From an optimization exercise on the open Yosys and OpenROAD flow, aimed at small area, a short achievable clock period and few clock cycles per item; shortcuts taken in it are not production practice. In this exercise RTL edits were held to simulation tests only and were not proved equivalent to the original. The clock port is modelled as an ideal driver; clocking choices that lean on that would not hold on a real chip. Power figures rest on the tool's default switching activity, not on a simulated workload.

## instr_mem_fetch
module instr_mem_fetch
#(
  parameter  int                 DEPTH    = 64,
  parameter  logic [imem_pkg::INSTR_W-1:0] NOP_WORD = imem_pkg::IMEM_NOP_WORD,
  localparam int                 AW       = $clog2(DEPTH),
  localparam int                 NLO      = 8
) (
  input  logic               clk,
  input  logic               reset,
  output logic               init_done,
  input  logic               load_en,
  input  logic [AW-1:0]      load_addr,
  input  logic [imem_pkg::INSTR_W-1:0] load_data,
  input  logic               fetch_req_valid,
  output logic               fetch_req_ready,
  input  logic [31:0]        fetch_pc,
  output logic               fetch_rsp_valid,
  input  logic               fetch_rsp_ready,
  output logic [imem_pkg::INSTR_W-1:0] fetch_instr,
  output logic               fetch_fault
);
For scale: about 4100 cells after synthesis, ~0.079 mm² of cells after synthesis.
==> flow/config.mk <==
export PLATFORM = sky130hd
export DESIGN_NAME = instr_mem_fetch
export DESIGN_NICKNAME = instr_mem_fetch
export VERILOG_FILES = /design/flow/design.v
export SDC_FILE = /design/flow/constraint.sdc
export NUM_CORES = 4
export LEC_CHECK = 0
export CAP_MARGIN = 20
export CORE_MARGIN = 2
export CORE_UTILIZATION = 70
export CTS_CLUSTER_DIAMETER = 80
export CTS_CLUSTER_SIZE = 30
export SETUP_SLACK_MARGIN = 1.0
export SLEW_MARGIN = 20
export SYNTH_HIERARCHICAL = 1
export TNS_END_PERCENT = 0
==> flow/constraint.sdc <==
create_clock -name core_clock -period 3.2 [get_ports {clk}]
set_input_delay 0.6400 -clock core_clock [delete_from_list [all_inputs] [get_ports {clk}]]
set_output_delay 0.6400 -clock core_clock [all_outputs]
set_load 0.01 [all_outputs]
standard.sh (not shown) runs the stock make flow with config.mk's settings and CLKGATE_MAP_FILE= SYNTH_SCRIPT=/design/flow/synth_recipe.tcl, a recipe that flattens the netlist after the stock synthesis.
==> flow/flow/run.sh <==
#!/bin/bash
# Layout flow: the standard flow (standard.sh: the standard synthesis and
# the ORFS steps) with these changes to how the layout is made:
#   - the input and output ports get buf_4 buffers rather than the delay-cell
#     buffers ORFS picks by default;
#   - the resizer may swap a cell for one of another footprint at every step
#     (MATCH_CELL_FOOTPRINT=0);
#   - after CTS, post_cts.tcl upsizes the cells on the worst setup paths one
#     drive strength at a time (gsize.tcl) and legalizes the placement;
#   - after global routing, post_grt.tcl does the same with global-route
#     parasitics and re-routes the changed nets incrementally.
# Everything else (synthesis, floorplan, power grid, taps, CTS, routing) is
# the standard flow's. Each step's full output goes to its own log file in
# orfs/logs; the make output goes to flow_make.log here.
set -euo pipefail
here="$(cd "$(dirname "$0")" && pwd)"
bash standard.sh \
  MATCH_CELL_FOOTPRINT=0 \
  "BUFFER_PORTS_ARGS=-buffer_cell sky130_fd_sc_hd__buf_4" \
  "POST_CTS_TCL=$here/post_cts.tcl" \
  "POST_GLOBAL_ROUTE_TCL=$here/post_grt.tcl" \
  finish > flow_make.log 2>&1
==> flow/flow/gsize.tcl <==
# Greedy upsizing of the cells on the worst setup paths. Sourced as an ORFS
# step hook: each round takes the worst path and, for every cell driving a net
# on it, tries each larger drive strength of the same cell and keeps the one
# that most improves that path's endpoint slack, if any does. Flip-flops keep their cell type
# (only the drive strength changes); clock buffers are left alone. The
# placement is legalized again at the end.
proc gs_bigger {master} {
  if {![regexp {^(sky130_fd_sc_hd__[a-z0-9]+)_(\d+)$} $master -> base n]} { return {} }
  set res {}
  foreach c [get_lib_cells ${base}_*] {
    set nm [get_name $c]
    if {[regexp "^${base}_(\\d+)\$" $nm -> m] && $m > $n} { lappend res [list $m $nm] }
  }
  set out {}
  foreach r [lsort -integer -index 0 $res] { lappend out [lindex $r 1] }
  return $out
}

proc gs_ep_slack {ep} {
  set pe [lindex [find_timing_paths -path_delay max -to $ep -group_path_count 1] 0]
  return [get_property $pe slack]
}

proc gs_run {max_rounds {parasitics placement}} {
  estimate_parasitics -$parasitics
  set swaps 0
  set start [sta::worst_slack -max]
  for {set r 0} {$r < $max_rounds} {incr r} {
    set pe [lindex [find_timing_paths -path_delay max -group_path_count 1 -sort_by_slack] 0]
    set ep [get_property $pe endpoint]
    set best [get_property $pe slack]
    set improved 0
    foreach p [get_property $pe points] {
      set pin [get_property $p pin]
      if {[get_property $pin direction] ne "output"} continue
      if {[catch {set inst [get_cells -of_objects $pin]}] || $inst eq ""} continue
      set master [get_property $inst ref_name]
      if {[string match *clkbuf* $master] || [string match *clkinv* $master]} continue
      set keep $master
      foreach cand [gs_bigger $master] {
        replace_cell $inst $cand
        set s [gs_ep_slack $ep]
        if {$s > $best + 0.001} {
          set best $s
          set keep $cand
        }
      }
      if {$keep ne [get_property $inst ref_name]} {
        replace_cell $inst $keep
      }
      if {$keep ne $master} {
        set improved 1
        incr swaps
      }
    }
    if {!$improved} { break }
  }
  puts "gsize: $swaps swaps in $r rounds, worst slack [format %.3f $start] -> [format %.3f [sta::worst_slack -max]]"
}
==> flow/flow/post_cts.tcl <==
# POST_CTS hook: greedy upsizing along the worst setup paths (gsize.tcl) and
# another pass of the resizer's repair_timing aimed past the current worst
# slack, then legalize the placement again; three rounds, since legalizing
# moves cells.
source [file join [file dirname [info script]] gsize.tcl]
set_propagated_clock [all_clocks]
for {set i 0} {$i < 3} {incr i} {
  gs_run 400
  estimate_parasitics -placement
  repair_timing -setup -setup_margin 1.6 -repair_tns 0 -max_passes 200
  detailed_placement
  estimate_parasitics -placement
  puts "post_cts round $i: worst setup slack [format %.3f [sta::worst_slack -max]]"
}
check_placement -verbose
puts "post_cts: worst setup slack [format %.3f [sta::worst_slack -max]], worst hold slack [format %.3f [sta::worst_slack -min]]"
Other scripts of this flow, unchanged in this note and not shown: flow/flow/post_grt.tcl
Testbench counts at the start, summed over its fixed seeds: cycles 18,356, fetches 16,000.
Next try:
--- a/flow/flow/gsize.tcl
+++ b/flow/flow/gsize.tcl
@@ -2,4 +2,4 @@
 # step hook: each round takes the worst path and, for every cell driving a net
-# on it, tries each larger drive strength of the same cell and keeps the one
-# that most improves that path's endpoint slack, if any does. Flip-flops keep their cell type
+# on it, tries the next larger drive strength of the same cell, keeping a swap
+# only if that path's endpoint slack improves. Flip-flops keep their cell type
 # (only the drive strength changes); clock buffers are left alone. The
@@ -38,3 +38,2 @@
       if {[string match *clkbuf* $master] || [string match *clkinv* $master]} continue
-      set keep $master
       foreach cand [gs_bigger $master] {
@@ -44,11 +43,9 @@
           set best $s
-          set keep $cand
+          set master $cand
+          set improved 1
+          incr swaps
+        } else {
+          replace_cell $inst $master
+          break
         }
-      }
-      if {$keep ne [get_property $inst ref_name]} {
-        replace_cell $inst $keep
-      }
-      if {$keep ne $master} {
-        set improved 1
-        incr swaps
       }
==> flow/flow/post_cts.tcl (replaced) <==
# POST_CTS hook: greedy upsizing along the worst setup paths (gsize.tcl), then
# legalize the placement again; three rounds, since legalizing moves cells.
source [file join [file dirname [info script]] gsize.tcl]
set_propagated_clock [all_clocks]
for {set i 0} {$i < 3} {incr i} {
  gs_run 400
  detailed_placement
  estimate_parasitics -placement
  puts "post_cts round $i: worst setup slack [format %.3f [sta::worst_slack -max]]"
}
check_placement -verbose
puts "post_cts: worst setup slack [format %.3f [sta::worst_slack -max]], worst hold slack [format %.3f [sta::worst_slack -min]]"
--- a/flow/config.mk
+++ b/flow/config.mk
@@ -9,3 +9,3 @@
 export CORE_MARGIN = 2
-export CORE_UTILIZATION = 70
+export CORE_UTILIZATION = 78
 export CTS_CLUSTER_DIAMETER = 80
The changed run completed without violations.
Routed wire length goes up by a few percent.
Global-route usage goes up by 5.1 points.
Via count goes up by a few percent.
Next try:
--- a/flow/config.mk
+++ b/flow/config.mk
@@ -9,3 +9,3 @@
 export CORE_MARGIN = 2
-export CORE_UTILIZATION = 78
+export CORE_UTILIZATION = 70
 export CTS_CLUSTER_DIAMETER = 80
Outcome: Setup slack is about the same; routed wire length came out lower by a few percent; via count came out lower by a few percent; area after synthesis is unchanged; count of clock-buffer cells in the layout came out higher by 4; final cell count came out higher by a few percent; hold slack stays flat; die area came out higher by roughly a tenth; power hardly moves; final area came out higher slightly; clock power is about the same.
Next try:
--- a/flow/flow/gsize.tcl
+++ b/flow/flow/gsize.tcl
@@ -2,4 +2,4 @@
 # step hook: each round takes the worst path and, for every cell driving a net
-# on it, tries the next larger drive strength of the same cell, keeping a swap
-# only if that path's endpoint slack improves. Flip-flops keep their cell type
+# on it, tries each larger drive strength of the same cell and keeps the one
+# that most improves that path's endpoint slack, if any does. Flip-flops keep their cell type
 # (only the drive strength changes); clock buffers are left alone. The
@@ -38,2 +38,3 @@
       if {[string match *clkbuf* $master] || [string match *clkinv* $master]} continue
+      set keep $master
       foreach cand [gs_bigger $master] {
@@ -43,9 +44,11 @@
           set best $s
-          set master $cand
-          set improved 1
-          incr swaps
-        } else {
-          replace_cell $inst $master
-          break
+          set keep $cand
         }
+      }
+      if {$keep ne [get_property $inst ref_name]} {
+        replace_cell $inst $keep
+      }
+      if {$keep ne $master} {
+        set improved 1
+        incr swaps
       }
--- a/flow/flow/post_cts.tcl
+++ b/flow/flow/post_cts.tcl
@@ -1,3 +1,5 @@
-# POST_CTS hook: greedy upsizing along the worst setup paths (gsize.tcl), then
-# legalize the placement again; three rounds, since legalizing moves cells.
+# POST_CTS hook: greedy upsizing along the worst setup paths (gsize.tcl) and
+# another pass of the resizer's repair_timing aimed past the current worst
+# slack, then legalize the placement again; three rounds, since legalizing
+# moves cells.
 source [file join [file dirname [info script]] gsize.tcl]
@@ -6,2 +8,4 @@
   gs_run 400
+  estimate_parasitics -placement
+  repair_timing -setup -setup_margin 1.6 -repair_tns 0 -max_passes 200
   detailed_placement
--- a/flow/config.mk
+++ b/flow/config.mk
@@ -9,3 +9,3 @@
 export CORE_MARGIN = 2
-export CORE_UTILIZATION = 70
+export CORE_UTILIZATION = 78
 export CTS_CLUSTER_DIAMETER = 80
Effect: Design area falls by 1.2%; via count rises by 3.9%; worst setup slack is about the same; core utilization rises by 7.6 points; sequential share of layout area rises by 0.89 points.

separate check: timing with driven ports:
How much do the figures lean on ideal ports? The routed layouts below were timed once more, with nothing changed but the port constraints. Step 1 assumes that a clkbuf_16 drives the clock port and a buf_2 every other input. Step 2 times the ports against the registers' clock, not the clock port: input delays grow and output delays shrink by t, the midpoint of the rising clock arrivals with the driver on. a / b / c = no drivers / after step 1 / after step 2; a / b = the first two.
| run | t, ns | slack for setup (ns) | worst register clock-pin slew, ns | pins driven straight from the clock port |
|---|---|---|---|---|
| the first run | 0.788 | 1.289 / 1.266 / 0.478 | 0.11 / 0.11 | 1 |
| the second run | 0.786 | 1.230 / 1.206 / 0.420 | 0.12 / 0.12 | 1 |
| the third run | 0.788 | 1.231 / 1.209 / 0.421 | 0.11 / 0.11 | 1 |
| the fourth run | 0.796 | 1.229 / 1.211 / 0.415 | 0.12 / 0.12 | 1 |
After both steps setup and hold are still met in every run listed. For the fourth run, which loses most, drivers alone change the setup slack by -0.018 ns; drivers and shift together by -0.814 ns.
